This design comes from an exercise in tuning for small area, a short achievable clock period and few clock cycles on the open sky130 flow, not from production work. Function was checked by simulation only, so behaviour that the tests miss may differ from the original.

[flow/run.sh]
#!/bin/bash
# synth_recipe.tcl (not shown) runs the flow's synth.tcl, then flattens the netlist and writes it again
# the make line also repeats each setting of config.mk as NAME=value (left out here)
make -C /OpenROAD-flow-scripts/flow DESIGN_CONFIG=/design/flow/config.mk WORK_HOME=/design/flow/orfs CLKGATE_MAP_FILE= SYNTH_SCRIPT=/design/flow/synth_recipe.tcl finish
[flow/config.mk]
export PLATFORM = sky130hd
export DESIGN_NAME = fftTop
export DESIGN_NICKNAME = fftTop
export VERILOG_FILES = /design/flow/design.v
export SDC_FILE = /design/flow/constraint.sdc
export NUM_CORES = 4
export LEC_CHECK = 0
export CAP_MARGIN = 20
export CORE_MARGIN = 2
export CORE_UTILIZATION = 45
export CTS_BUF_LIST = sky130_fd_sc_hd__clkbuf_8
export CTS_CLUSTER_DIAMETER = 55
export CTS_CLUSTER_SIZE = 12
export PLACE_DENSITY = 0.6
export SETUP_SLACK_MARGIN = 5
export SLEW_MARGIN = 20
[flow/constraint.sdc]
create_clock -name core_clock -period 9.0 [get_ports {CLK}]
set_input_delay 1.8000 -clock core_clock [delete_from_list [all_inputs] [get_ports {CLK}]]
set_output_delay 1.8000 -clock core_clock [all_outputs]
set_load 0.01 [all_outputs]
[flow/design.v]
package fftPkg;
	localparam int ADDR_W = 24;
	localparam int PAR_W = 5;
	localparam int IDX_W = 16;
	localparam int TW_FRAC = 14;
endpackage
`timescale 1ns/1ns
module fftButterfly (
	input logic CLK,
	input logic issue,
	input logic [31:0] y,
	input logic [31:0] w,
	input logic v1,
	input logic [15:0] xHalf,
	output logic [15:0] eHalf,
	output logic [15:0] oHalf
);
	logic [31:0] opY;
	logic [47:0] opE;
	logic [30:0] rowA;
	logic [30:0] rowB;
	logic [30:0] rowC;
	logic [30:0] rowD;
	logic [30:0] m2s [3];
	logic [30:0] prodSum;
	logic [16:0] nReg;
	logic [16:0] sum;
	logic [16:0] dif;
	logic [30:0] pp [17];
	logic [30:0] l1 [12];
	logic [30:0] l2 [8];
	logic [30:0] l3 [6];
	logic [30:0] l4 [4];
	logic [30:0] l5 [3];
	function automatic logic [61:0] csa(input logic [30:0] a, input logic [30:0] b, input logic [30:0] c);
		logic [30:0] s;
		logic [30:0] m;
		s = a ^ b ^ c;
		m = (a & b) | (a & c) | (b & c);
		csa = {m[29:0], 1'b0, s};
	endfunction
	function automatic logic [23:0] boothEnc(input logic [15:0] wv);
		logic b2;
		logic b1;
		logic b0;
		for (int j = 0; j < 8; j++) begin
			b2 = wv[2*j+1];
			b1 = wv[2*j];
			b0 = (j == 0) ? 1'b0 : wv[2*j-1];
			boothEnc[3*j] = b1 ^ b0;
			boothEnc[3*j+1] = (b2 & ~b1 & ~b0) | (~b2 & b1 & b0);
			boothEnc[3*j+2] = b2;
		end
	endfunction
	function automatic logic [30:0] boothRow(input logic [15:0] yv, input logic [23:0] ev, input logic negAll, input int j);
		logic one;
		logic two;
		logic neg;
		logic [16:0] y17;
		logic [16:0] sel;
		logic [16:0] p;
		logic [31:0] r;
		one = ev[3*j];
		two = ev[3*j+1];
		neg = ev[3*j+2] ^ negAll;
		y17 = {yv[15], yv};
		sel = one ? y17 : (two ? {y17[15:0], 1'b0} : 17'd0);
		p = sel ^ {17{neg}};
		r = 32'({~p[16], p}) << (2 * j);
		boothRow = r[30:0];
	endfunction
	function automatic logic boothNeg(input logic [23:0] ev, input logic negAll, input int j);
		boothNeg = ev[3*j+2] ^ negAll;
	endfunction
	always_ff @(posedge CLK) begin
		if (issue) begin
			opY <= y;
			opE <= {boothEnc(w[31:16]), boothEnc(w[15:0])};
		end else if (v1) begin
			opE <= {opE[23:0], opE[47:24]};
		end
		rowA <= l4[0];
		rowB <= l4[1];
		rowC <= l4[2];
		rowD <= l4[3];
		nReg <= prodSum[30:14];
	end
	always_comb begin
		logic [30:0] cst;
		logic [30:0] nb;
		logic n1;
		logic n2;
		for (int j = 0; j < 8; j++) begin
			pp[j] = boothRow(opY[31:16], opE[47:24], 1'b0, j);
			pp[8 + j] = boothRow(opY[15:0], opE[23:0], v1, j);
			if (j > 0) begin
				pp[j][2*j-2] = boothNeg(opE[47:24], 1'b0, j - 1);
				pp[8 + j][2*j-2] = boothNeg(opE[23:0], v1, j - 1);
			end
		end
		cst = '0;
		for (int j = 0; j < 7; j++)
			cst = cst - (31'd2 << (17 + 2 * j));
		n1 = boothNeg(opE[47:24], 1'b0, 7);
		n2 = boothNeg(opE[23:0], v1, 7);
		nb = '0;
		nb[14] = n1 ^ n2;
		nb[15] = n1 & n2;
		pp[16] = cst | nb;
		for (int g = 0; g < 5; g++)
			{l1[2*g+1], l1[2*g]} = csa(pp[3*g], pp[3*g+1], pp[3*g+2]);
		l1[10] = pp[15];
		l1[11] = pp[16];
		for (int g = 0; g < 4; g++)
			{l2[2*g+1], l2[2*g]} = csa(l1[3*g], l1[3*g+1], l1[3*g+2]);
		for (int g = 0; g < 2; g++)
			{l3[2*g+1], l3[2*g]} = csa(l2[3*g], l2[3*g+1], l2[3*g+2]);
		l3[4] = l2[6];
		l3[5] = l2[7];
		for (int g = 0; g < 2; g++)
			{l4[2*g+1], l4[2*g]} = csa(l3[3*g], l3[3*g+1], l3[3*g+2]);
	end
	always_comb begin
		{l5[1], l5[0]} = csa(rowA, rowB, rowC);
		l5[2] = rowD;
		{m2s[1], m2s[0]} = csa(l5[0], l5[1], l5[2]);
		prodSum = m2s[0] + m2s[1];
	end
	assign sum = {xHalf[15], xHalf} + nReg;
	assign dif = {xHalf[15], xHalf} - nReg;
	assign eHalf = sum[16:1];
	assign oHalf = dif[16:1];
endmodule
`timescale 1ns/1ns
import fftPkg::*;
module fftTop (
	input logic CLK,
	input logic RESET,
	input logic act,
	input logic [PAR_W-1:0] par,
	input logic [ADDR_W-1:0] dataBase,
	input logic [ADDR_W-1:0] twidBase,
	input logic memNext,
	input logic memRdy,
	input logic [1:0] memRspTag,
	input logic [31:0] memRspData,
	output logic next,
	output logic done,
	output logic memAct,
	output logic memReqWrite,
	output logic [ADDR_W-1:0] memReqAddr,
	output logic [31:0] memReqData,
	output logic [1:0] memReqTag
);
	localparam int NB = 3;
	function automatic logic pSlot(input logic [1:0] op, input logic [1:0] k);
		case (k)
			2'd0: pSlot = ~op[0];
			2'd3: pSlot = op[0];
			default: pSlot = 1'b0;
		endcase
	endfunction
	function automatic logic qSlot(input logic [1:0] op, input logic [1:0] k);
		case (k)
			2'd1: qSlot = (op == 2'd0) | (op == 2'd3);
			2'd2: qSlot = (op == 2'd1) | (op == 2'd2);
			default: qSlot = 1'b0;
		endcase
	endfunction
	function automatic logic [1:0] inc3(input logic [1:0] v);
		inc3 = (v == 2'd2) ? 2'd0 : v + 1'b1;
	endfunction
	logic busy;
	logic startP;
	logic doneR;
	logic reqLast;
	logic lastAccept;
	logic [PAR_W-1:0] parR;
	logic [ADDR_W-1:0] dBase;
	logic [ADDR_W-1:0] tBase;
	assign next = ~busy;
	assign done = doneR;
	assign lastAccept = memAct & memNext & reqLast;
	always_ff @(posedge CLK or negedge RESET) begin
		if (!RESET) begin
			busy <= 1'b0;
			startP <= 1'b0;
			doneR <= 1'b0;
		end else begin
			if (act & ~busy)
				busy <= 1'b1;
			else if (doneR)
				busy <= 1'b0;
			startP <= act & ~busy;
			doneR <= lastAccept | (startP & (parR == '0));
		end
	end
	always_ff @(posedge CLK) begin
		if (act & ~busy) begin
			parR <= par;
			dBase <= dataBase;
			tBase <= twidBase;
		end
	end
	logic iAct;
	logic iIss;
	logic iC2;
	logic iNewGrp;
	logic iGrp;
	logic twBusy;
	logic iDrain;
	logic [3:0] iS;
	logic [15:0] iH;
	logic [15:0] iLo;
	logic [15:0] iHi;
	logic [13:0] iU;
	logic [14:0] iStride;
	logic [15:0] iLoMask;
	logic [15:0] iBlkMask;
	logic [15:0] nMask;
	logic [15:0] nQuarter;
	logic smallN2;
	logic smallN1;
	logic hiEnd;
	logic loEnd;
	logic lastPass;
	logic [1:0] aPtr;
	logic allocOk;
	logic [16:0] nFull;
	logic [NB-1:0] dAlloc;
	logic [NB-1:0] dC2;
	logic [NB-1:0] dTw;
	logic [NB-1:0] dGrp;
	logic [NB-1:0] dLast;
	logic [NB-1:0] rDone;
	logic [NB-1:0] cDone;
	logic [NB-1:0] aDone;
	logic [NB-1:0][15:0] dIdx;
	logic [NB-1:0][3:0] dS;
	logic [NB-1:0][3:0] fin;
	logic rTw;
	logic [1:0] rTi;
	logic [1:0] rK;
	logic sTw;
	logic [1:0] sTi;
	logic [1:0] sK;
	logic rdLoad;
	logic rdLastTw;
	logic rdLastD;
	logic [15:0] rdOff;
	logic [15:0] twOff;
	assign nFull = 17'(1) << parR;
	always_comb begin
		for (int i = 0; i < 16; i++) begin
			nMask[i] = (5'(i) < parR);
			iLoMask[i] = (4'(i) < iS);
		end
		for (int i = 0; i < 16; i++)
			nQuarter[i] = (5'(i) + 5'd2 == parR);
	end
	assign hiEnd = ((iHi | iBlkMask) == nMask);
	assign loEnd = (iLo == iLoMask);
	assign lastPass = (iBlkMask == nMask);
	always_comb begin
		twBusy = 1'b0;
		for (int b = 0; b < NB; b++)
			if (dAlloc[b] && !cDone[b] && dGrp[b] == iGrp)
				twBusy = 1'b1;
	end
	assign allocOk = iAct & ~iIss & ~dAlloc[aPtr] & ~(iDrain & (|dAlloc)) & ~(iNewGrp & twBusy);
	assign sTw = iIss ? rTw : iNewGrp;
	assign sTi = iIss ? rTi : 2'd0;
	assign sK = iIss ? rK : 2'd0;
	assign rdLastTw = sTw & (sTi == (iC2 ? 2'd2 : 2'd0));
	assign rdLastD = ~sTw & (sK == (iC2 ? 2'd3 : 2'd1));
	always_ff @(posedge CLK or negedge RESET) begin
		if (!RESET) begin
			iAct <= 1'b0;
			iIss <= 1'b0;
			iC2 <= 1'b0;
			iNewGrp <= 1'b0;
			iGrp <= 1'b0;
			iDrain <= 1'b0;
			iS <= '0;
			iH <= '0;
			iLo <= '0;
			iHi <= '0;
			iU <= '0;
			iStride <= '0;
			iBlkMask <= '0;
			smallN2 <= 1'b0;
			smallN1 <= 1'b0;
			aPtr <= '0;
			rTw <= 1'b0;
			rTi <= '0;
			rK <= '0;
		end else if (startP) begin
			iAct <= (parR != '0);
			iIss <= 1'b0;
			iC2 <= ~parR[0];
			iNewGrp <= 1'b1;
			iGrp <= 1'b0;
			iDrain <= 1'b0;
			iS <= '0;
			iH <= 16'd1;
			iLo <= '0;
			iHi <= '0;
			iU <= '0;
			iStride <= parR[0] ? 15'(nFull >> 3) : 15'(nFull >> 2);
			iBlkMask <= parR[0] ? 16'd1 : 16'd3;
			smallN2 <= (parR <= 5'd5);
			smallN1 <= (parR <= 5'd4);
		end else begin
			if (allocOk) begin
				aPtr <= inc3(aPtr);
				iIss <= 1'b1;
				iDrain <= 1'b0;
				rTw <= iNewGrp;
				rTi <= '0;
				rK <= '0;
			end
			if (rdLoad && sTw) begin
				if (rdLastTw)
					rTw <= 1'b0;
				else
					rTi <= sTi + 1'b1;
			end else if (rdLoad && !rdLastD) begin
				rK <= sK + 1'b1;
			end else if (rdLoad) begin
				iIss <= 1'b0;
				if (!hiEnd) begin
					iHi <= iHi + iBlkMask + 1'b1;
					iNewGrp <= 1'b0;
				end else begin
					iHi <= '0;
					iNewGrp <= 1'b1;
					iGrp <= ~iGrp;
					if (!loEnd) begin
						iLo <= iLo + 1'b1;
						iU <= iU + 14'(iStride);
					end else if (lastPass) begin
						iAct <= 1'b0;
					end else begin
						iS <= iS + (iC2 ? 4'd2 : 4'd1);
						iH <= iC2 ? {iH[13:0], 2'b00} : {iH[14:0], 1'b0};
						iC2 <= 1'b1;
						iBlkMask <= {iBlkMask[13:0], 2'b11};
						iLo <= '0;
						iU <= '0;
						if (iC2)
							iStride <= iStride >> 2;
						iDrain <= iC2 ? smallN2 : smallN1;
					end
				end
			end
		end
	end
	always_ff @(posedge CLK) begin
		if (allocOk) begin
			dIdx[aPtr] <= iHi | iLo;
			dS[aPtr] <= iS;
			dC2[aPtr] <= iC2;
			dTw[aPtr] <= iNewGrp;
			dGrp[aPtr] <= iGrp;
			dLast[aPtr] <= lastPass & loEnd & hiEnd;
		end
	end
	logic rcV;
	logic rcTw;
	logic [ADDR_W-1:0] rcAddr;
	logic [1:0] wPtr;
	logic [1:0] wk;
	logic [1:0] wSlot;
	logic wrWant;
	logic wkLast;
	logic [15:0] wH;
	logic [15:0] wrOff;
	logic wrLoad;
	logic wcV;
	logic wcLast;
	logic [ADDR_W-1:0] wcAddr;
	logic [1:0] wcB;
	logic [1:0] wcK;
	logic reqFree;
	logic rdIssue;
	logic wrIssue;
	logic [NB-1:0][3:0][31:0] bufD;
	logic [1:0][2:0][31:0] twD;
	assign twOff = (sTi == 2'd0) ? {1'b0, iU, 1'b0} :
		(sTi == 2'd1) ? {2'b0, iU} : ({2'b0, iU} | nQuarter);
	assign rdOff = (iHi | iLo) | (sK[0] ? iH : 16'd0) | (sK[1] ? {iH[14:0], 1'b0} : 16'd0);
	assign wSlot = dC2[wPtr] ? {wk[0], wk[1]} : wk;
	assign wrWant = dAlloc[wPtr] & (fin[wPtr][wSlot] |
		(t4v & t4[0] & (t4[4:3] == wPtr) & (pSlot(t4[2:1], wSlot) | qSlot(t4[2:1], wSlot))));
	assign wkLast = dC2[wPtr] ? (wk == 2'd3) : (wk == 2'd1);
	assign wH = 16'd1 << dS[wPtr];
	assign wrOff = dIdx[wPtr] | (wSlot[0] ? wH : 16'd0) | (wSlot[1] ? {wH[14:0], 1'b0} : 16'd0);
	assign reqFree = ~memAct | memNext;
	assign wrIssue = reqFree & wcV;
	assign rdIssue = reqFree & rcV & ~wcV;
	assign wrLoad = wrWant & (~wcV | wrIssue);
	assign rdLoad = (iIss | allocOk) & (~rcV | rdIssue);
	always_ff @(posedge CLK or negedge RESET) begin
		if (!RESET) begin
			memAct <= 1'b0;
			reqLast <= 1'b0;
			rcV <= 1'b0;
			wcV <= 1'b0;
			wPtr <= '0;
			wk <= '0;
		end else begin
			if (reqFree) begin
				memAct <= wcV | rcV;
				reqLast <= wcV & wcLast;
			end
			rcV <= rdLoad | (rcV & ~rdIssue);
			wcV <= wrLoad | (wcV & ~wrIssue);
			if (wrLoad) begin
				if (wkLast) begin
					wk <= '0;
					wPtr <= inc3(wPtr);
				end else begin
					wk <= wk + 1'b1;
				end
			end
		end
	end
	always_ff @(posedge CLK) begin
		if (rdLoad)
			rcAddr <= sTw ? tBase + ADDR_W'(twOff) : dBase + ADDR_W'(rdOff);
		if (rdLoad)
			rcTw <= sTw;
		if (wrLoad) begin
			wcAddr <= dBase + ADDR_W'(wrOff);
			wcB <= wPtr;
			wcK <= wSlot;
			wcLast <= wkLast & dLast[wPtr];
		end
		if (reqFree) begin
			memReqWrite <= wcV;
			memReqTag <= {~wcV & rcTw, 1'b0};
			memReqAddr <= wcV ? wcAddr : rcAddr;
			memReqData <= bufD[wcB][wcK];
		end
	end
	logic rspV;
	logic [31:0] rspD;
	logic rspTw;
	logic [1:0] rb;
	logic [1:0] rS;
	logic [1:0] rT;
	logic rLast;
	assign rspV = memRdy;
	assign rspD = memRspData;
	assign rspTw = memRspTag[1];
	assign rLast = (rS == (dC2[rb] ? 2'd3 : 2'd1));
	always_ff @(posedge CLK or negedge RESET) begin
		if (!RESET) begin
			rb <= '0;
			rS <= '0;
			rT <= '0;
		end else if (rspV) begin
			if (rspTw) begin
				rT <= rT + 1'b1;
			end else begin
				rT <= '0;
				if (rLast) begin
					rS <= '0;
					rb <= inc3(rb);
				end else begin
					rS <= rS + 1'b1;
				end
			end
		end
	end
	always_ff @(posedge CLK) begin
		if (rspV & rspTw)
			twD[dGrp[rb]][rT] <= rspD;
	end
	logic [1:0] cb;
	logic [1:0] cop;
	logic cGap;
	logic got2;
	logic opReady;
	logic a1Wb;
	logic [31:0] yOp;
	logic opLast;
	logic cIssue;
	logic [1:0] xSel;
	logic [1:0] ySel;
	logic [1:0] wSel;
	logic t1v;
	logic t2v;
	logic t3v;
	logic t4v;
	logic [4:0] t1;
	logic [4:0] t2;
	logic [4:0] t3;
	logic [4:0] t4;
	logic [4:0] sT;
	logic [1:0] sX;
	logic [15:0] xHalf;
	logic [15:0] eHalf;
	logic [15:0] oHalf;
	logic [15:0] pHalf;
	logic [15:0] qHalf;
	logic sSwap;
	assign got2 = rDone[cb] | ((rb == cb) & rS[1]);
	always_comb begin
		case (cop)
			2'd0: opReady = got2;
			2'd1: opReady = rDone[cb];
			2'd2: opReady = aDone[cb] | a1Wb;
			default: opReady = 1'b1;
		endcase
		case (cop)
			2'd0: begin xSel = 2'd0; ySel = 2'd1; wSel = 2'd0; end
			2'd1: begin xSel = 2'd2; ySel = 2'd3; wSel = 2'd0; end
			2'd2: begin xSel = 2'd0; ySel = 2'd2; wSel = 2'd1; end
			default: begin xSel = 2'd1; ySel = 2'd3; wSel = 2'd2; end
		endcase
	end
	assign opLast = ~dC2[cb] | (cop == 2'd3);
	assign cIssue = dAlloc[cb] & ~cDone[cb] & ~cGap & opReady;
	assign a1Wb = t4v & (t4[4:3] == cb) & (t4[2:1] == 2'd1);
	assign yOp = (cop == 2'd2 && !aDone[cb]) ? {bufD[cb][2][31:16], qHalf} : bufD[cb][ySel];
	always_ff @(posedge CLK or negedge RESET) begin
		if (!RESET) begin
			cb <= '0;
			cop <= '0;
			cGap <= 1'b0;
			t1v <= 1'b0;
			t2v <= 1'b0;
			t3v <= 1'b0;
			t4v <= 1'b0;
		end else begin
			cGap <= cIssue;
			if (cIssue) begin
				if (opLast) begin
					cop <= '0;
					cb <= inc3(cb);
				end else begin
					cop <= cop + 1'b1;
				end
			end
			t1v <= cIssue;
			t2v <= t1v;
			t3v <= t2v;
			t4v <= t3v;
		end
	end
	always_ff @(posedge CLK) begin
		t1 <= {cb, cop, (cop[1] | ~dC2[cb])};
		t2 <= t1;
		t3 <= t2;
		t4 <= t3;
	end
	assign sT = t2v ? t2 : t3;
	assign sX = (sT[2:1] == 2'd1) ? 2'd2 : (sT[2:1] == 2'd3) ? 2'd1 : 2'd0;
	always_ff @(posedge CLK)
		xHalf <= t2v ? bufD[sT[4:3]][sX][31:16] : bufD[sT[4:3]][sX][15:0];
	fftButterfly bfly (
		.CLK(CLK),
		.issue(cIssue),
		.y(yOp),
		.w(twD[dGrp[cb]][wSel]),
		.v1(t1v),
		.xHalf(xHalf),
		.eHalf(eHalf),
		.oHalf(oHalf)
	);
	assign sSwap = t3v ? t3[1] : t4[1];
	assign pHalf = sSwap ? oHalf : eHalf;
	assign qHalf = sSwap ? eHalf : oHalf;
	always_ff @(posedge CLK) begin
		for (int b = 0; b < NB; b++) begin
			for (int k = 0; k < 4; k++) begin
				if (rspV && !rspTw && rb == b[1:0] && rS == k[1:0])
					bufD[b][k] <= rspD;
				if (t3v && t3[4:3] == b[1:0] && pSlot(t3[2:1], k[1:0]))
					bufD[b][k][31:16] <= pHalf;
				if (t3v && t3[4:3] == b[1:0] && qSlot(t3[2:1], k[1:0]))
					bufD[b][k][31:16] <= qHalf;
				if (t4v && t4[4:3] == b[1:0] && pSlot(t4[2:1], k[1:0]))
					bufD[b][k][15:0] <= pHalf;
				if (t4v && t4[4:3] == b[1:0] && qSlot(t4[2:1], k[1:0]))
					bufD[b][k][15:0] <= qHalf;
			end
		end
	end
	always_ff @(posedge CLK or negedge RESET) begin
		if (!RESET) begin
			dAlloc <= '0;
			rDone <= '0;
			cDone <= '0;
			aDone <= '0;
			fin <= '0;
		end else begin
			for (int b = 0; b < NB; b++) begin
				if (allocOk && aPtr == b[1:0]) begin
					dAlloc[b] <= 1'b1;
					rDone[b] <= 1'b0;
					cDone[b] <= 1'b0;
					aDone[b] <= 1'b0;
					fin[b] <= '0;
				end else begin
					if (wrLoad && wkLast && wPtr == b[1:0])
						dAlloc[b] <= 1'b0;
					if (rspV && !rspTw && rLast && rb == b[1:0])
						rDone[b] <= 1'b1;
					if (cIssue && opLast && cb == b[1:0])
						cDone[b] <= 1'b1;
					if (t4v && t4[2:1] == 2'd1 && t4[4:3] == b[1:0])
						aDone[b] <= 1'b1;
					for (int k = 0; k < 4; k++)
						if (t4v && t4[0] && t4[4:3] == b[1:0] && (pSlot(t4[2:1], k[1:0]) || qSlot(t4[2:1], k[1:0])))
							fin[b][k] <= 1'b1;
				end
			end
		end
	end
endmodule
==> reports/results.txt, run 1 <==
crit-path cells -> buf_12, mux2i_2, o22ai_1, buf_4, mux2i_4, or2_4, nor2_2, a221o_1, ha_2, fa_2, a21oi_2, o21bai_2, a21oi_2, o21ai_2, and3_4, o21ai_4, a21oi_2, o41a_1, a31oi_4, nor2_1, xor2_1
Synth Cell Area -> 0.07741 sq mm
Clock Latency Late Sink -> 970 ps
Mapped Cells -> 7,155
Mapped Nets -> 7,758
minimum clock period -> 4492 ps
drt first pass iters -> 8
layout net count -> 7,711
Slew Limit Headroom -> 20.01%
DPL Wire Length -> 168,600 um
worst path required time -> 9700 ps
Avg Cell Area, Syn -> 10.82 sq um
I/O pins -> 154
filler cell count -> 15,240
H-Tree Depth -> 4
f_max -> 222.6 MHz
Die Ht -> 418.7 um
DP Cell Count -> 9,108
largest net degree at the start of global routing -> 98
total track usage -> 27.88%
final hold violations -> 0
GP Congestion -> 0.9315
drt total wl -> 247,700 um
CP Capture Type -> register
Inserted Clock Buffers -> 145
layout cells sized above 1 -> 15.87%
clock tree buffer depth -> 3
CP Launch Type -> register
unrepaired setup endpoints after global routing -> true
wire length per cell -> 26.19 um
Die Span X -> 418.7 um
worst path arrival time -> 5190 ps
CTS tree -> done
clock skew -> 76.27 ps
die footprint -> 0.1753 sq mm
CP Class -> register to register
post-route insts no fill -> 9,458
Max Cap Viol -> 0
via count -> 57,280
FFs w/ async S/R, synth -> 13.25%
max-slew violation count -> 0
CP max FO -> 4
Worst Hold Class -> register to register
final setup vio count -> 0
Reg clk slew, reported paths -> 80 ps
CORE AREA -> 0.1712 sq mm
#FFs+latches synth -> 1,208
CP max stage cell -> dfrtp_4
first-pass GRT wire length -> 364,100 um
Initial Utilization -> 45.22%
initial antenna violation count -> 9
initial DRC count -> 6,229
post-DR vias/cell -> 6.057
Synth cell types -> 98
crit-path max cell delay -> 510 ps
final period utilization -> 49.92%
row cnt -> 152
most frequent cell on the critical path -> a21oi_2
Clock Sinks -> 1,208
post-synthesis sequential area ratio -> 43.78%
port bufs -> 151
CTS Root Cell -> clkbuf_8
hold_ws -> 330.6 ps
status -> complete, no violations
DRT antenna net count -> 0
Slew @ Worst Pin -> 1196 ps
total number of yosys warnings -> 9
drt drc -> 0
post-route setup TNS -> 0 ps
Layout area overhead -> 10.70%
vias in the first global route -> 56,260
EDFF count, synth -> 890
global route total overflow -> 0
ys flop type -> edfxtp_1
[per-layer routing]
layer,vias to the layer above,wire [um],global-route usage (%)
met4,10,14240,14.65
met3,567,23130,5.638
met5,-,68,0
li1,25580,-,-
met2,2780,113400,43.90
met1,28350,96850,36.35
[final timing paths]
kind	endpoint	slack, ps	depth (start not counted)	startpoint
setup / recovery	wcAddr[18]	4510	21	wPtr[1]
hold / removal	t2[4]	330	0	t1[4]
setup reg to reg	wcAddr[18]	4510	21	wPtr[1]
hold reg to reg	t2[4]	330	0	t1[4]
max in group asynchronous	wPtr[1]	6530	2	RESET
min in group asynchronous	iBlkMask[13]	930	1	RESET
[flip-flops by register name (all words and copies together), names as in the netlist, 25 cells and up]
signal	count
bfly.rowC	25
bfly.opE	48
bfly.rowB	30
twD	192
bfly.opY	32
bfly.rowA	30
memReqData	32
bufD	384
dIdx	48
[layout make-up]
| class | count | area (sq um) | share of cell area [%] |
|---|---|---|---|
| clock inverter | 107 | 938.4 | 1.095 |
| antenna | 3 | 7.507 | 0.008761 |
| sequential | 1208 | 33920 | 39.58 |
| inverter | 427 | 1607 | 1.875 |
| clock buffer | 154 | 2120 | 2.474 |
| timing repair buffer | 395 | 3613 | 4.217 |
| multi-input combinational | 4931 | 40690 | 47.49 |
| tap | 2233 | 2794 | 3.261 |
[cell usage after synthesis (all sizes together) (10+ instances only)]
cell     count  area (sq um)
a31oi       21         131.4
o2111ai     18         157.7
or2         18         117.6
nor2b       46         287.8
o31ai       37         287.8
dfxtp      158          3163
a22oi      258          1937
o211ai      16         120.1
clkbuf     450          1690
and3        15         93.84
buf        142         641.9
nor2       399          1508
mux2       225          2534
a21o        33         247.7
xnor2      321          2811
xor2       148          1296
o21bai      20         150.1
a211oi      58         435.4
a21oi      278          1418
or3         22         137.6
fa         240          4805
and2        17         108.9
mux4       233          5248
nand4       10         62.56
o21ai      688          3443
o22ai      115         719.4
o21a        22         165.2
nand3       61         305.3
nand2b      55         344.1
edfxtp     890         26730
mux2i      255          2552
nand2      813          3054
inv        425          1595
o221ai      39         341.6
dfrtp      160          4004
nor3        65         341.6
ha         271          3391
[layout by cell type (no fill, tap or decap), types with 52 or more instances in the layout]
cell / Yosys / final
buf_4: 4 / 210
edfxtp_1: 890 / 890
xor2_1: 148 / 142
nand3_1: 61 / 59
clkdlybuf4s50_1: 0 / 143
a22oi_1: 258 / 258
ha_1: 271 / 257
nor3_1: 63 / 59
inv_1: 425 / 454
nand2_1: 812 / 804
fa_1: 240 / 237
dfxtp_1: 158 / 155
mux2i_1: 255 / 247
o21ai_0: 680 / 645
nor2_1: 397 / 383
o22ai_1: 115 / 113
mux2_2: 225 / 223
clkbuf_8: 0 / 155
xnor2_1: 321 / 309
mux4_2: 233 / 233
a21oi_1: 275 / 247
dfrtp_1: 160 / 153
a211oi_1: 58 / 52
[cell families (layout without fill, tap and decap cells)]
kind of cell / after synthesis / after routing / share of synthesized area [%]
muxes: 713 / 713 / 13.35
xor gates and xnor gates: 469 / 469 / 5.307
buffers and inverters: 1019 / 1083 / 5.084
other: 1 / 4 / 0.004845
AOI/OAI and AO/OA: 1673 / 1674 / 13.19
adders and majority gates: 512 / 512 / 10.60
DFF: 1208 / 1208 / 43.78
and+or+nand+nor: 1560 / 1562 / 8.678
[worst max-delay path, delay by kind of cell (launching register included)]
family	cells	cell delay [ps]
AOI/OAI and AO/OA	10	1850
xor gates and xnor gates	1	150
adders and majority gates	2	550
buffers and inverters	2	320
DFF	1	510
muxes	2	370
and+or+nand+nor	4	500
[what timing repair did]
item	CTS	global route
hold buffers	0	0
cloned	3	1
setup endpoints to repair	267	188
buffers inserted	40	41
resized for setup	120	82
pin swaps	35	43
[through the flow]
stage | cell area [sq um] | util [%] | setup slack (ps)
after global placement | 80960 | 47.30 | 3497
after floorplan | 77530 | - | 4763
after global routing | 85680 | 50.06 | 4349
after CTS | 84930 | 49.62 | 4395
after detailed placement | 81000 | 47.32 | 3444
final | 85690 | 50.06 | 4508
Testbench counts, summed over its fixed seeds: cycles 73,141.
==> run 2: changes to the inputs <==
--- a/flow/design.v
+++ b/flow/design.v
@@ -481,6 +481,7 @@
 	logic [1:0] cop;
 	logic cGap;
 	logic got2;
+	logic yNow;
 	logic opReady;
 	logic a1Wb;
 	logic [31:0] yOp;
@@ -506,10 +507,11 @@
 	logic [15:0] qHalf;
 	logic sSwap;
 	assign got2 = rDone[cb] | ((rb == cb) & rS[1]);
+	assign yNow = rspV & ~rspTw & (rb == cb) & (rS == (cop[0] ? 2'd3 : 2'd1));
 	always_comb begin
 		case (cop)
-			2'd0: opReady = got2;
-			2'd1: opReady = rDone[cb];
+			2'd0: opReady = got2 | yNow;
+			2'd1: opReady = rDone[cb] | yNow;
 			2'd2: opReady = aDone[cb] | a1Wb;
 			default: opReady = 1'b1;
 		endcase
@@ -523,7 +525,8 @@
 	assign opLast = ~dC2[cb] | (cop == 2'd3);
 	assign cIssue = dAlloc[cb] & ~cDone[cb] & ~cGap & opReady;
 	assign a1Wb = t4v & (t4[4:3] == cb) & (t4[2:1] == 2'd1);
-	assign yOp = (cop == 2'd2 && !aDone[cb]) ? {bufD[cb][2][31:16], qHalf} : bufD[cb][ySel];
+	assign yOp = (!cop[1] && yNow) ? rspD :
+		(cop == 2'd2 && !aDone[cb]) ? {bufD[cb][2][31:16], qHalf} : bufD[cb][ySel];
 	always_ff @(posedge CLK or negedge RESET) begin
 		if (!RESET) begin
 			cb <= '0;
==> reports/results.txt, run 2 <==
row cnt -> 152
filler cell count -> 15,450
status -> complete, no violations
hold_ws -> 332.0 ps
max-slew violation count -> 0
count leader, synth -> edfxtp_1
CP Class -> register to register
worst r2r path cells -> 19
Largest register FFs -> 384
worst path arrival time -> 4880 ps
minimum clock period -> 4202 ps
commonest non-fill, non-tap cell in the layout -> edfxtp_1
GP Congestion -> 0.9551
synth cell count leaders -> edfxtp_1, nand2_1, o21ai_0
Max Cap Viol -> 0
CP max FO -> 4
drt total wl -> 254,300 um
initial DRC count -> 6,280
CORE AREA -> 0.1719 sq mm
post-synthesis sequential area ratio -> 43.40%
Synth cell types -> 103
CP Launch Type -> register
clock tree buffer depth -> 3
layout cells sized above 1 -> 16.17%
die footprint -> 0.1769 sq mm
FF-to-FF setup slack -> 4800 ps
Hold Crit Endpoint -> t2[1]
Mapped Cells -> 7,274
Clock Sinks -> 1,208
area share of the largest cell type after synthesis -> 34.23%
CTS Root Cell -> clkbuf_8
unrepaired setup endpoints after global routing -> true
total number of yosys warnings -> 9
Slew Limit Headroom -> 18.86%
f_max -> 238.0 MHz
via count -> 58,850
final setup vio count -> 0
hold buffers post-CTS -> 0
global route total overflow -> 0
Worst Hold Class -> register to register
final instance area -> 0.08677 sq mm
Final WS setup -> 4798 ps
Inserted Clock Buffers -> 140
Synth Cell Area -> 0.07808 sq mm
worst path required time -> 9680 ps
Avg Cell Area, Syn -> 10.73 sq um
CP Capture Type -> register
#FFs+latches synth -> 1,208
total track usage -> 28.25%
Cells on Worst Hold Path -> 0
Initial Utilization -> 45.42%
Slew @ Worst Pin -> 1213 ps
EDFF count, synth -> 890
reg-to-reg startpoint -> wPtr[1]
I/O pins -> 154
final period utilization -> 46.69%
area leader, netlist -> edfxtp_1
drt drc -> 0
ys flop type -> edfxtp_1
wire length per cell -> 26.32 um
post-DR vias/cell -> 6.092
FFs w/ async S/R, synth -> 13.25%
Placed Area -> 0.08183 sq mm
Reg clk slew, reported paths -> 80 ps
layout net count -> 7,835
vias in the first global route -> 56,680
CTS tree -> done
DRT antenna net count -> 0
final hold violations -> 0
most flop-heavy register -> bufD
drt first pass iters -> 6
Clock Latency Late Sink -> 970 ps
most frequent cells in the layout -> edfxtp_1, nand2_1, o21ai_0
Mapped Nets -> 7,876
H-Tree Depth -> 4
Die Span X -> 420.6 um
min-delay src -> t1[1]
Synth area leaders -> edfxtp_1, mux4_2, fa_1
largest net degree at the start of global routing -> 97
worst slack, placed -> 3640 ps
port bufs -> 151
Die Ht -> 420.6 um
clock skew -> 69.66 ps
Layout area overhead -> 11.12%
first-pass GRT wire length -> 370,100 um
initial antenna violation count -> 19
DPL Wire Length -> 172,400 um
Worst R2R End -> wcAddr[22]
post-route setup TNS -> 0 ps
run 2: cell types whose count changed in the layout (fill, tap and decap cells not counted), sizes merged, moves of 17 or more:
cell    previous run  this run
a22o               7        35
o22ai            115       150
nor2             399       348
mux2i            255       213
o211ai            16        53
buf              250       271
a31oi             21        44
a211oi            58        32
a311oi             0        17
o31ai             37        18
nand2            813       871
o21ai            688       668
run 2: worst max-delay path, stage by stage (launching register included):
cell and delay [ps]:
dfrtp_4 500, buf_12 140, mux2i_4 190, a2bb2oi_4 240, nor2_4 50, a21oi_4 200, nor2b_4 80, nand2_4 90
buf_6 110, buf_6 80, o22ai_2 60, a211o_1 350, ha_4 200, or3_4 380, o311a_4 380, o41ai_4 350
o21ai_2 120, o22ai_4 190, nor2_2 70, xor2_1 140
run 2: final cells by class:
type	count	area (sq um)	share of cell area, %
repair buffers	420	3815	4.397
well taps	2310	2890	3.331
inverters	426	1612	1.857
diodes	7	17.52	0.02019
clock inverters	102	830.8	0.9575
multi-input cells	5037	41630	47.98
clock buffers	150	2064	2.379
flip-flops and latches	1208	33910	39.08
run 2: worst max-delay path by stage:
stage / endpoint / slack [ps] / depth (start not counted) / start
CTS: wcAddr[20] / 4780 / 19 / wPtr[1]
global placement: wcAddr[22] / 3640 / 18 / wPtr[1]
global route: wcAddr[20] / 4650 / 19 / wPtr[1]
finish: wcAddr[22] / 4800 / 19 / wPtr[1]
floorplan: bfly.rowA[19] / 4990 / 11 / t1v
detailed placement: wcAddr[20] / 3640 / 18 / wPtr[1]
run 2: through the flow:
stage	util, %	std cells
2_1_floorplan	-	7274
3_3_place_gp	47.59	9287
3_5_place_dp	47.60	9289
4_1_cts	49.80	9586
5_1_grt	50.46	9655
6_report	50.47	9660
run 2: what timing repair did:
action | CTS | global route
buffers inserted | 44 | 59
pin swaps | 29 | 38
gates resized for setup | 114 | 99
setup endpoints to repair | 258 | 291
gates cloned | 1 | 3
run 2: kinds of logic (layout without fill, tap and decap cells):
family	count (synthesis)	count (layout)	share of synthesized area (%)
AOI/OAI and AO/OA	1779	1779	14.15
muxes	683	683	12.91
adders and majority gates	510	510	10.48
xor gates and xnor gates	446	446	5.003
buffers and inverters	1033	1098	5.047
and+or+nand+nor	1614	1618	9.004
other	1	8	0.004802
DFF	1208	1208	43.40
run 2: layer usage:
metal,vias up,global-route usage (%),wire (um)
li1,26250,-,-
met1,29040,36.01,98010
met2,2923,44.67,115800
met3,625,6.942,25720
met4,12,14.42,14710
met5,-,0,88
Testbench counts of run 2, summed over its fixed seeds: cycles 71,644.
==> run 3: changes to the inputs <==
--- a/flow/design.v
+++ b/flow/design.v
@@ -389,7 +389,7 @@
 	assign twOff = (sTi == 2'd0) ? {1'b0, iU, 1'b0} :
 		(sTi == 2'd1) ? {2'b0, iU} : ({2'b0, iU} | nQuarter);
 	assign rdOff = (iHi | iLo) | (sK[0] ? iH : 16'd0) | (sK[1] ? {iH[14:0], 1'b0} : 16'd0);
-	assign wSlot = dC2[wPtr] ? {wk[0], wk[1]} : wk;
+	assign wSlot = wk;
 	assign wrWant = dAlloc[wPtr] & (fin[wPtr][wSlot] |
 		(t4v & t4[0] & (t4[4:3] == wPtr) & (pSlot(t4[2:1], wSlot) | qSlot(t4[2:1], wSlot))));
 	assign wkLast = dC2[wPtr] ? (wk == 2'd3) : (wk == 2'd1);
==> reports/results.txt, run 3 <==
post-route setup TNS -> 0 ps
Die Ht -> 421.4 um
Mapped Cells -> 7,361
status -> complete, no violations
synth cell count leaders -> nand2_1, edfxtp_1, o21ai_0
CP max FO -> 16
CP Launch Type -> input port
Clock Latency Late Sink -> 980 ps
drt first pass iters -> 9
Mapped Nets -> 7,963
CTS tree -> done
area leader, netlist -> edfxtp_1
largest net degree at the start of global routing -> 141
vias in the first global route -> 57,670
post-DR vias/cell -> 6.116
CORE AREA -> 0.1734 sq mm
Reg clk slew, reported paths -> 90 ps
I/O pins -> 154
DP Cell Count -> 9,380
drt drc -> 0
worst slack, placed -> 3487 ps
area share of the largest cell type after synthesis -> 34.09%
worst path required time -> 9560 ps
Avg Cell Area, Syn -> 10.65 sq um
die footprint -> 0.1776 sq mm
global route total overflow -> 0
count leader, synth -> nand2_1
FFs w/ async S/R, synth -> 13.25%
clock tree buffer depth -> 3
post-route insts no fill -> 9,722
worst path arrival time -> 4540 ps
row cnt -> 153
first-pass GRT wire length -> 371,800 um
Slew Limit Headroom -> 12.14%
ys flop type -> edfxtp_1
total number of yosys warnings -> 9
DPL Wire Length -> 171,300 um
CTS Root Cell -> clkbuf_8
Cells on Worst Hold Path -> 0
clock skew -> 59.65 ps
Synth cell types -> 91
Worst Hold Class -> register to register
Initial Utilization -> 45.21%
hold buffers post-CTS -> 0
unrepaired setup endpoints after global routing -> true
post-synthesis sequential area ratio -> 43.23%
CP Class -> input port to register
max-slew violation count -> 0
Slew @ Worst Pin -> 1301 ps
CP Capture Type -> register
total track usage -> 27.81%
minimum clock period -> 3979 ps
Max Cap Viol -> 0
final period utilization -> 44.21%
Clock Sinks -> 1,208
worst r2r path cells -> 7
Largest register FFs -> 384
initial DRC count -> 7,415
layout cells sized above 1 -> 15.37%
port bufs -> 151
most frequent cells in the layout -> nand2_1, edfxtp_1, o21ai_0
Die Span X -> 421.4 um
DRT antenna net count -> 0
drt total wl -> 253,400 um
Final WS setup -> 5021 ps
Synth area leaders -> edfxtp_1, mux4_2, fa_1
EDFF count, synth -> 890
Layout area overhead -> 10.36%
Inserted Clock Buffers -> 140
H-Tree Depth -> 4
initial antenna violation count -> 18
GP Congestion -> 0.9428
layout net count -> 7,881
most flop-heavy register -> bufD
Synth Cell Area -> 0.07841 sq mm
final hold violations -> 0
f_max -> 251.4 MHz
via count -> 59,460
commonest non-fill, non-tap cell in the layout -> nand2_1
#FFs+latches synth -> 1,208
wire length per cell -> 26.07 um
final setup vio count -> 0
-- run 3: cell types whose count changed in the layout (fill, tap and decap cells not counted), moves of 27 or more --
cell | before | now
mux2i_1 | 208 | 174
nand2b_1 | 52 | 21
nand2_1 | 854 | 972
nor2_1 | 332 | 245
o22ai_1 | 147 | 120
a21oi_1 | 263 | 348
-- run 3: path summary, 6_finish.rpt --
path | to | from | slack [ps]
setup reg to reg | xHalf[10] | t2v | 5030
hold reg to reg | t4[0] | t3[0] | 330
hold / removal | t4[0] | t3[0] | 330
setup / recovery | bufD[350] | memRdy | 5020
max in group asynchronous | iH[13] | RESET | 6680
min in group asynchronous | iBlkMask[13] | RESET | 900
-- run 3: stage by stage --
stage / utilization (%) / hold slack [ps] / cell area, sq um
6_report: 49.89 / 327.9 / 86530
5_1_grt: 49.89 / 343.2 / 86530
4_1_cts: 49.33 / 331.1 / 85570
3_5_place_dp: 47.30 / 312.1 / 82030
2_1_floorplan: - / 309.6 / 78480
3_3_place_gp: 47.29 / 310.4 / 82020
-- run 3: cells by family after synthesis --
kind of cell | after synthesis | synth area share (%)
muxes | 659 | 12.64
other | 1 | 0.004783
adders and majority gates | 511 | 10.45
and+or+nand+nor | 1644 | 9.160
buffers and inverters | 1065 | 5.189
DFF | 1208 | 43.23
AOI/OAI and AO/OA | 1824 | 14.32
xor gates and xnor gates | 449 | 5.016
-- run 3: what timing repair did --
item	4_1_cts	5_1_grt
resized for setup	103	94
endpoints found under the setup margin	360	226
hold endpoints to repair	0	0
pin swaps	8	29
cloned	3	1
buffers inserted	20	58
-- run 3: layer usage --
layer,GRT usage [%],part of all wire (%),up-vias
li1,-,-,26380
met1,36.34,39,29260
met2,43.69,45,3197
met3,6.422,10,613
met4,13.46,5.4,10
met5,0,0.024,-
-- run 3: cell type report --
| class | count | area, sq um |
|---|---|---|
| fillers | 15690 | 86910 |
| multi-input cells | 5091 | 41470 |
| flip-flops and latches | 1208 | 33900 |
| repair buffers | 394 | 3625 |
| well taps | 2325 | 2909 |
| clock buffers | 150 | 2064 |
| inverters | 444 | 1670 |
| clock inverters | 104 | 873.3 |
| diodes | 6 | 15.01 |
-- run 3: critical path, stage by stage --
cell	delay [ps]
clkdlybuf4s50_1	560
nand2b_1	140
nor3b_1	830
nand2_1	260
nand2_1	920
Testbench counts of run 3, summed over its fixed seeds: cycles 71,793.
==> run 4: changes to the inputs <==
--- a/flow/design.v
+++ b/flow/design.v
@@ -450,6 +450,7 @@
 	logic [1:0] rS;
 	logic [1:0] rT;
 	logic rLast;
+	logic [NB-1:0][3:0] rTgt;
 	assign rspV = memRdy;
 	assign rspD = memRspData;
 	assign rspTw = memRspTag[1];
@@ -459,16 +460,20 @@
 			rb <= '0;
 			rS <= '0;
 			rT <= '0;
+			rTgt <= {{(4*NB-1){1'b0}}, 1'b1};
 		end else if (rspV) begin
 			if (rspTw) begin
 				rT <= rT + 1'b1;
 			end else begin
 				rT <= '0;
+				rTgt <= '0;
 				if (rLast) begin
 					rS <= '0;
 					rb <= inc3(rb);
+					rTgt[inc3(rb)][0] <= 1'b1;
 				end else begin
 					rS <= rS + 1'b1;
+					rTgt[rb][rS + 1'b1] <= 1'b1;
 				end
 			end
 		end
@@ -578,7 +583,7 @@
 	always_ff @(posedge CLK) begin
 		for (int b = 0; b < NB; b++) begin
 			for (int k = 0; k < 4; k++) begin
-				if (rspV && !rspTw && rb == b[1:0] && rS == k[1:0])
+				if (rspV && !rspTw && rTgt[b][k])
 					bufD[b][k] <= rspD;
 				if (t3v && t3[4:3] == b[1:0] && pSlot(t3[2:1], k[1:0]))
 					bufD[b][k][31:16] <= pHalf;
==> reports/results.txt, run 4 <==
max-slew violation count -> 0
post-synthesis sequential area ratio -> 43.73%
crit-path max cell delay -> 420 ps
unrepaired setup endpoints after global routing -> true
Core Util, Final -> 50.31%
Die Ht -> 420.8 um
Layout area overhead -> 10.74%
most flop-heavy register -> bufD
largest net degree at the start of global routing -> 100
met2 Usage GRT -> 45.05%
Inserted Clock Buffers -> 141
Worst R2R End -> wcAddr[20]
Largest register FFs -> 384
Clock Latency Late Sink -> 970 ps
Clock Sinks -> 1,220
total track usage -> 28.94%
filler cell count -> 15,410
commonest non-fill, non-tap cell in the layout -> nand2_1
Initial Utilization -> 45.43%
synth cell count leaders -> nand2_1, edfxtp_1, o21ai_0
wire length per cell -> 26.77 um
#FFs+latches synth -> 1,220
post-DR vias/cell -> 6.090
CORE AREA -> 0.1721 sq mm
area share of the largest cell type after synthesis -> 34.18%
final instance area -> 0.08659 sq mm
Die Span X -> 420.8 um
first-pass GRT wire length -> 379,200 um
FFs w/ async S/R, synth -> 14.10%
f_max -> 244.9 MHz
Hold Crit Endpoint -> t2[3]
Mapped Nets -> 7,889
FF-to-FF setup slack -> 4920 ps
row cnt -> 152
reg-to-reg startpoint -> wPtr[1]
drt total wl -> 259,700 um
Synth area leaders -> edfxtp_1, mux4_2, fa_1
Reg clk slew, reported paths -> 90 ps
CP Launch Type -> register
via count -> 59,080
Max Cap Viol -> 0
H-Tree Depth -> 4
Slew @ Worst Pin -> 1225 ps
initial antenna violation count -> 22
hold buffers post-CTS -> 0
worst path arrival time -> 4800 ps
status -> complete, no violations
post-route insts no fill -> 9,701
layout net count -> 7,878
GP Congestion -> 0.9459
final setup vio count -> 0
worst r2r path cells -> 17
final period utilization -> 45.36%
die footprint -> 0.1771 sq mm
drt first pass iters -> 8
crit-path cells -> buf_12, buf_4, mux2i_1, o21ai_4, nor2_2, a221o_1, ha_2, fa_2, a21o_1, a21oi_2, nor2b_1, o21a_1, o311ai_2, nand4_1, a41oi_4, nor2_1, xor2_1
post-route setup TNS -> 0 ps
DRT antenna net count -> 0
clock skew -> 56.59 ps
GRT busiest layer -> met2
I/O pins -> 154
final hold violations -> 0
count leader, synth -> nand2_1
most frequent cells in the layout -> nand2_1, edfxtp_1, o21ai_0
port bufs -> 151
Worst Hold Class -> register to register
worst path required time -> 9720 ps
CP max stage cell -> dfrtp_1
CTS tree -> done
Mapped Cells -> 7,290
CP Class -> register to register
global route total overflow -> 0
GR Util met1 -> 37.82%
ys flop type -> edfxtp_1
vias in the first global route -> 57,600
CP max FO -> 6
EDFF count, synth -> 890
Avg Cell Area, Syn -> 10.73 sq um
total number of yosys warnings -> 9
Slew Limit Headroom -> 18.35%
Synth cell types -> 97
initial DRC count -> 7,130
met3 Use GR -> 6.396%
Cells on Worst Hold Path -> 0
area leader, netlist -> edfxtp_1
minimum clock period -> 4083 ps
CP Capture Type -> register
Synth Cell Area -> 0.07819 sq mm
layout cells sized above 1 -> 15.45%
CTS Root Cell -> clkbuf_8
footprint of the multi-input gates -> 0.04085 sq mm
Placed Area -> 0.08191 sq mm
clock tree buffer depth -> 3
min-delay src -> t1[3]
drt drc -> 0
flip-flop and latch area -> 0.03420 sq mm
DPL Wire Length -> 172,800 um
DP Cell Count -> 9,325
==> run 4: cell count changes in the layout (fill, tap and decap cells not counted), sizes merged, moves of 20 or more <==
cell   change
inv       -26
buf       +57
nor2      +82
nand2     -48
nand3     -25
xor2      +20
a31oi     +43
mux2i     +30
a21oi     -55
==> run 4: stage by stage <==
| stage | setup WS, ps | hold slack, ps |
|---|---|---|
| after floorplan | 4988 | 309.6 |
| after global placement | 3249 | 309.9 |
| after detailed placement | 3202 | 312.1 |
| after CTS | 4861 | 317.9 |
| after global routing | 4755 | 342.5 |
| final | 4917 | 323.0 |
==> run 4: metal layers <==
layer  wire (um)  share of wire, %
met3       26410                10
met5         159             0.061
met4       16080               6.2
met2      116200                45
met1      100800                39
==> run 4: worst max-delay path by stage <==
stage / from / to / slack, ps / cells after the start
3_5_place_dp: memRdy / bfly.opE[24] / 3200 / 13
6_report: wPtr[1] / wcAddr[20] / 4920 / 17
4_1_cts: cb[1] / bfly.opE[43] / 4860 / 14
5_1_grt: wPtr[1] / wcAddr[20] / 4760 / 17
2_1_floorplan: t1v / bfly.rowA[19] / 4990 / 11
3_3_place_gp: memRdy / bfly.opE[24] / 3250 / 13
==> run 4: cell type report <==
type | count | share of cell area (%)
timing repair buffer | 452 | 4.760
tap | 2310 | 3.338
clock inverter | 96 | 0.9118
antenna | 5 | 0.01445
inverter | 424 | 1.861
multi-input combinational | 5040 | 47.17
sequential | 1220 | 39.50
clock buffer | 154 | 2.448
==> run 4: kinds of logic after synthesis <==
family / count (synthesis) / synth area share, %
DFF: 1220 / 43.73
other: 1 / 0.004796
xor gates and xnor gates: 466 / 5.220
adders and majority gates: 508 / 10.43
muxes: 672 / 12.71
AOI/OAI and AO/OA: 1757 / 13.79
and+or+nand+nor: 1634 / 9.039
buffers and inverters: 1032 / 5.074
==> run 4: critical path: cells and delay by family (launching register included) <==
family / cells / cell delay [ps]
and+or+nand+nor: 4 / 490
adders and majority gates: 2 / 590
DFF: 1 / 420
buffers and inverters: 2 / 280
muxes: 1 / 140
xor gates and xnor gates: 1 / 140
AOI/OAI and AO/OA: 7 / 1780
==> run 4: timing repair <==
action	4_1_cts	5_1_grt
setup endpoints to repair	331	215
cloned	4	1
gates resized for setup	102	57
buffers inserted	50	64
pin swaps	16	22
Testbench counts of run 4, summed over its fixed seeds: cycles 71,793.

[separate check: timing with driven ports]
The flow's constraints put no driver on any port. The routed layouts listed below were extracted and timed again, unchanged, in two steps.
Step 1 assumes that a clkbuf_16 drives the clock port and a buf_2 every other input.
Step 2 adds t to the input delays and takes it off the output delays; t is the mean of the earliest and latest rising clock arrival at the registers after step 1. Input paths then give back, and output paths get back, about the clock's delay inside the block.
Three values: ideal, step 1, step 2; two values: the first two.
| run | shift t [ns] | setup WS [ns] | clock arrival spread, ns |
|---|---|---|---|
| run 1 | 1.001 | 4.508 / 4.508 / 4.137 | 0.086 / 0.086 |
| run 2 | 1.014 | 4.798 / 4.798 / 4.036 | 0.081 / 0.081 |
| run 3 | 1.026 | 5.021 / 4.953 / 3.927 | 0.068 / 0.069 |
| run 4 | 1.011 | 4.917 / 4.917 / 4.123 | 0.072 / 0.071 |
After both steps every run listed still meets setup and hold. For run 3, which loses most, drivers alone change the setup slack by -0.068 ns; drivers and shift together by -1.094 ns.
